This is an optimization exercise on Yosys and OpenROAD, whose aim is small area, a short achievable clock period and few clock cycles per item, not a production implementation. The RTL was checked by simulation tests, not by an equivalence proof against the original design.

## ir_volts_to_distance_loglog_core
module ir_volts_to_distance_loglog_core (
    input  logic        clk,
    input  logic        rst_n,
    input  logic        cfg_we,
    input  logic        cfg_index,
    input  logic [15:0] cfg_data,
    input  logic        sample_valid,
    output logic        sample_ready,
    input  logic [15:0] voltage,
    output logic        result_valid,
    input  logic        result_ready,
    output logic [14:0] distance,
    output logic [1:0]  range_status
);
Size in the first run: roughly 2800 cells after synthesis, about 410 flip-flops, roughly 57 I/O pins, roughly 31000 um^2 of cells after synthesis.
clock: 7.0 ns
lec_check: 0
cap_margin: 20
core_margin: 2
core_utilization: 65
place_density: 0.75
setup_slack_margin: 3.6
slew_margin: 20
standard.sh (not shown) runs the stock make flow with config.mk's settings and CLKGATE_MAP_FILE= SYNTH_SCRIPT=/design/flow/synth_recipe.tcl, a recipe that flattens the netlist after the stock synthesis.
==> flow/flow/run.sh <==
#!/bin/bash
# The standard layout (the standard.sh: ORFS from synthesis to the final
# layout, unchanged synthesis), with two placement/CTS options changed:
# ports are buffered with buf_2 cells, and CTS inserts no dummy loads.
set -euo pipefail
bash standard.sh \
    'BUFFER_PORTS_ARGS=-buffer_cell sky130_fd_sc_hd__buf_2' \
    'CTS_ARGS=-sink_clustering_enable -repair_clock_nets -dont_use_dummy_load' \
    finish > standard_flow.log 2>&1
Testbench counts at the start, summed over its fixed seeds: cycles 16,080, items 16,000.
==> next run, changes <==
Settings changed: CORE_UTILIZATION 65 to 40, PLACE_DENSITY 0.75 to default, SETUP_SLACK_MARGIN 3.6 to 3.8.
After rerunning: Cell count is higher by 11%; clock-buffer cell count is higher by 5; design area rose by 3.2%; hold slack gets better by 22 ps; wire length goes down by 5.5%; setup slack loses 10 ps; utilization came out lower by 27 points.
==> next run, changes <==
==> flow/flow/run.sh (replaced) <==
#!/bin/bash
# The standard layout (the standard.sh: ORFS from synthesis to the final
# layout, unchanged synthesis), with two placement/CTS options changed:
# ports are buffered with buf_2 cells, and CTS inserts no dummy loads and clusters up to 20 sinks.
set -euo pipefail
bash standard.sh \
    'BUFFER_PORTS_ARGS=-buffer_cell sky130_fd_sc_hd__buf_2' \
    'CTS_ARGS=-sink_clustering_enable -repair_clock_nets -dont_use_dummy_load -sink_clustering_size 20 -sink_clustering_max_diameter 90' \
    finish > standard_flow.log 2>&1
Settings changed: SETUP_SLACK_MARGIN 3.8 to default.
Utilization is lower by 2.9 points.
Area after synthesis is unchanged.
Non-clock buffer count is lower by 126.
Final cell count is lower by 3.8%.
==> next run, changes <==
==> flow/flow/run.sh (replaced) <==
#!/bin/bash
# The standard layout (the standard.sh: ORFS from synthesis to the final
# layout, unchanged synthesis), with two placement/CTS options changed:
# ports are buffered with buf_2 cells, and CTS inserts no dummy loads.
set -euo pipefail
bash standard.sh \
    'BUFFER_PORTS_ARGS=-buffer_cell sky130_fd_sc_hd__buf_2' \
    'CTS_ARGS=-sink_clustering_enable -repair_clock_nets -dont_use_dummy_load' \
    finish > standard_flow.log 2>&1
Settings changed: SETUP_SLACK_MARGIN from default to 3.6.
After rerunning: The changed run completed without violations. Hold slack gets better by 26 ps. Clock skew barely changes. Core utilization grows by 1.9 points. Global-route usage grows by 0.42 points. Worst setup slack gets better by 68 ps. Die area is unchanged. Non-clock buffer count grows by 84.
==> next run, changes <==
Settings changed: SETUP_SLACK_MARGIN 3.6 to default.
What happened: The new run completed without violations; wire length came out lower by 2.7%; critical path depth is unchanged; cell count fell by 2.1%; final area is lower by 2.8%; sequential share of layout area came out higher by 1.0 points; synthesized area is unchanged; worst setup slack is worse by 57 ps; global-route usage drops by 0.21 points; first-iteration DRC count went down by 0.75%.


before:
ir_volts_to_distance_loglog_core, a different RTL version from the one above (not shown whole).
Size: ~410 flip-flops, about 31,000 um^2 of cells after synthesis.
## ir_volts_to_distance_loglog_core
module ir_volts_to_distance_loglog_core (
    input  logic        clk,
    input  logic        rst_n,
    input  logic        cfg_we,
    input  logic        cfg_index,
    input  logic [15:0] cfg_data,
    input  logic        sample_valid,
    output logic        sample_ready,
    input  logic [15:0] voltage,
    output logic        result_valid,
    input  logic        result_ready,
    output logic [14:0] distance,
    output logic [1:0]  range_status
);
    localparam int NS = 10;
    logic [15:0] far_thr_reg;
    logic [15:0] near_thr_reg;
    always_ff @(posedge clk or negedge rst_n)
    begin
        if (!rst_n)
        begin
            far_thr_reg  <= 16'd6554;
            near_thr_reg <= 16'd45875;
        end
        else if (cfg_we)
        begin
            if (cfg_index == 1'b0)
                far_thr_reg  <= cfg_data;
            else
                near_thr_reg <= cfg_data;
        end
    end
    logic [NS:1] vld_reg;
    logic        adv;
    logic        skid_vld_reg;
    logic [15:0] skid_v_reg;
    logic        in_vld;
    logic [15:0] v_in;
    assign adv    = result_ready || !vld_reg[NS];
    assign in_vld = skid_vld_reg || sample_valid;
    assign v_in   = skid_vld_reg ? skid_v_reg : voltage;
    always_ff @(posedge clk or negedge rst_n)
    begin
        if (!rst_n)
        begin
            vld_reg      <= '0;
            skid_vld_reg <= 1'b0;
        end
        else
        begin
            if (adv)
                vld_reg <= {vld_reg[NS-1:1], in_vld};
            if (adv)
                skid_vld_reg <= 1'b0;
            else if (sample_valid)
                skid_vld_reg <= 1'b1;
        end
    end
    always_ff @(posedge clk)
    begin
        if (!adv && !skid_vld_reg)
            skid_v_reg <= voltage;
    end
    assign sample_ready = !skid_vld_reg;
    assign result_valid = vld_reg[NS];
    logic [1:0]  st_next;
  ...
export LEC_CHECK = 0
export CAP_MARGIN = 20
export CORE_MARGIN = 2
export CORE_UTILIZATION = 40
export SLEW_MARGIN = 20
create_clock -name core_clock -period 7.0 [get_ports {clk}]
==> flow/flow/run.sh <==
#!/bin/bash
# The standard layout (the standard.sh: ORFS from synthesis to the final
# layout), with these options changed: adders are mapped with Yosys's default
# Brent-Kung carry lookahead instead of Kogge-Stone, ports are buffered with
# buf_2 cells, and CTS inserts no dummy loads and clusters up to 40 sinks.
set -euo pipefail
bash standard.sh \
    'SYNTH_OPERATIONS_ARGS=-booth' \
    'BUFFER_PORTS_ARGS=-buffer_cell sky130_fd_sc_hd__buf_2' \
    'CTS_ARGS=-sink_clustering_enable -repair_clock_nets -dont_use_dummy_load -sink_clustering_size 40' \
    finish > standard_flow.log 2>&1
Testbench counts of before, summed over its fixed seeds: cycles 16,080, items 16,000.
Input changes introduced in after (baseline for comparison: before):
==> flow/flow/run.sh <==
#!/bin/bash
# The standard layout (the standard.sh: ORFS from synthesis to the final
# layout, unchanged synthesis), with two placement/CTS options changed:
# ports are buffered with buf_2 cells, and CTS inserts no dummy loads.
set -euo pipefail
bash standard.sh \
    'BUFFER_PORTS_ARGS=-buffer_cell sky130_fd_sc_hd__buf_2' \
    'CTS_ARGS=-sink_clustering_enable -repair_clock_nets -dont_use_dummy_load' \
    finish > standard_flow.log 2>&1
[summary]
- Delta (after minus before): final core utilization rose 0.23 points; multiplexer fraction of the synthesized cell area rose 0.23 points; fraction of area in multi-input gates about even; post-DP HPWL fell about 1.5%.
- Comparing after and before, the lower final period utilization was measured on after.
- The number of buffers created by CTS number comes out lower for before vs after.
- before has lower top achievable clock speed than after.


Another version of the RTL of ir_volts_to_distance_loglog_core (not shown whole).
Size in the first run: roughly 2800 cells after synthesis, about 390 flip-flops, ~57 I/O pins, about 30000 um^2 of cells after synthesis.
==> flow/config.mk <==
export PLATFORM = sky130hd
export DESIGN_NAME = ir_volts_to_distance_loglog_core
export DESIGN_NICKNAME = ir_volts_to_distance_loglog_core
export VERILOG_FILES = /design/flow/design.v
export SDC_FILE = /design/flow/constraint.sdc
export NUM_CORES = 4
export LEC_CHECK = 0
export CAP_MARGIN = 20
export CORE_MARGIN = 2
export CORE_UTILIZATION = 40
export SETUP_SLACK_MARGIN = 3.3
export SLEW_MARGIN = 20
==> flow/constraint.sdc <==
create_clock -name core_clock -period 7.0 [get_ports {clk}]
set_input_delay 1.4000 -clock core_clock [delete_from_list [all_inputs] [get_ports {clk}]]
set_output_delay 1.4000 -clock core_clock [all_outputs]
set_load 0.01 [all_outputs]
==> flow/flow/run.sh <==
#!/bin/bash
# The standard layout (the standard.sh: ORFS from synthesis to the final
# layout, unchanged synthesis), with two placement/CTS options changed:
# ports are buffered with buf_2 cells, and CTS inserts no dummy loads and clusters up to 20 sinks.
set -euo pipefail
bash standard.sh \
    'BUFFER_PORTS_ARGS=-buffer_cell sky130_fd_sc_hd__buf_2' \
    'CTS_ARGS=-sink_clustering_enable -repair_clock_nets -dont_use_dummy_load -sink_clustering_size 20 -sink_clustering_max_diameter 90' \
    finish > standard_flow.log 2>&1
Testbench counts at the start, summed over its fixed seeds: cycles 16,080, items 16,000.
Then changed:
--- a/flow/config.mk
+++ b/flow/config.mk
@@ -9,4 +9,3 @@
 export CORE_MARGIN = 2
 export CORE_UTILIZATION = 40
-export SETUP_SLACK_MARGIN = 3.3
 export SLEW_MARGIN = 20
Outcome:
- The changed run passed the timing, DRC and antenna checks
- core utilization drops by 0.46 points
- design area drops by about 1%
- count of clock-buffer cells in the layout does not change
- first-iteration DRC count goes down by about 5%
- worst setup slack is worse by 0.21 ns
- routed wire length fell by about 1.3%

afterwards: timing with drivers on the ports:
How much do the figures lean on ideal ports? The routed layouts below were timed once more, with nothing changed but the port constraints.
Step 1 sets driving cells, clkbuf_16 on the clock port and buf_2 on the other inputs (assumed; they add their load-dependent delay and slew).
Step 2 also shifts input and output timing later by t, the mid clock arrival at the registers, as if the neighbouring blocks saw the same clock.
a / b / c = ideal / step 1 / step 2; a / b = the first two.
| run | shift t [ns] | setup slack, ns | hold WS [ns] | worst slew at a driven data input, ns |
|---|---|---|---|---|
| the first run of note 1 | 0.605 | 3.411 / 3.411 / 3.378 | 0.366 / 0.366 / 0.366 | 0.04 |
| the second run of note 1 | 0.619 | 3.401 / 3.401 / 3.401 | 0.388 / 0.388 / 0.388 | 0.05 |
| the third run of note 1 | 0.639 | 3.294 / 3.294 / 3.294 | 0.386 / 0.386 / 0.386 | 0.05 |
| the fourth run of note 1 | 0.621 | 3.362 / 3.362 / 3.362 | 0.412 / 0.412 / 0.412 | 0.06 |
| the fifth run of note 1 | 0.623 | 3.304 / 3.304 / 3.304 | 0.411 / 0.411 / 0.411 | 0.05 |
| before | 0.616 | 3.057 / 3.057 / 2.860 | 0.364 / 0.364 / 0.364 | 0.04 |
| after | 0.625 | 3.264 / 3.264 / 2.948 | 0.411 / 0.411 / 0.411 | 0.06 |
| the first run of note 3 | 0.606 | 3.337 / 3.337 / 3.190 | 0.385 / 0.385 / 0.385 | 0.04 |
| the second run of note 3 | 0.611 | 3.130 / 3.105 / 2.984 | 0.369 / 0.369 / 0.369 | 0.04 |
After both steps every run listed still meets setup and hold. The setup slack of after, which loses most, moves by 0.000 ns with the drivers and by -0.316 ns with both steps.
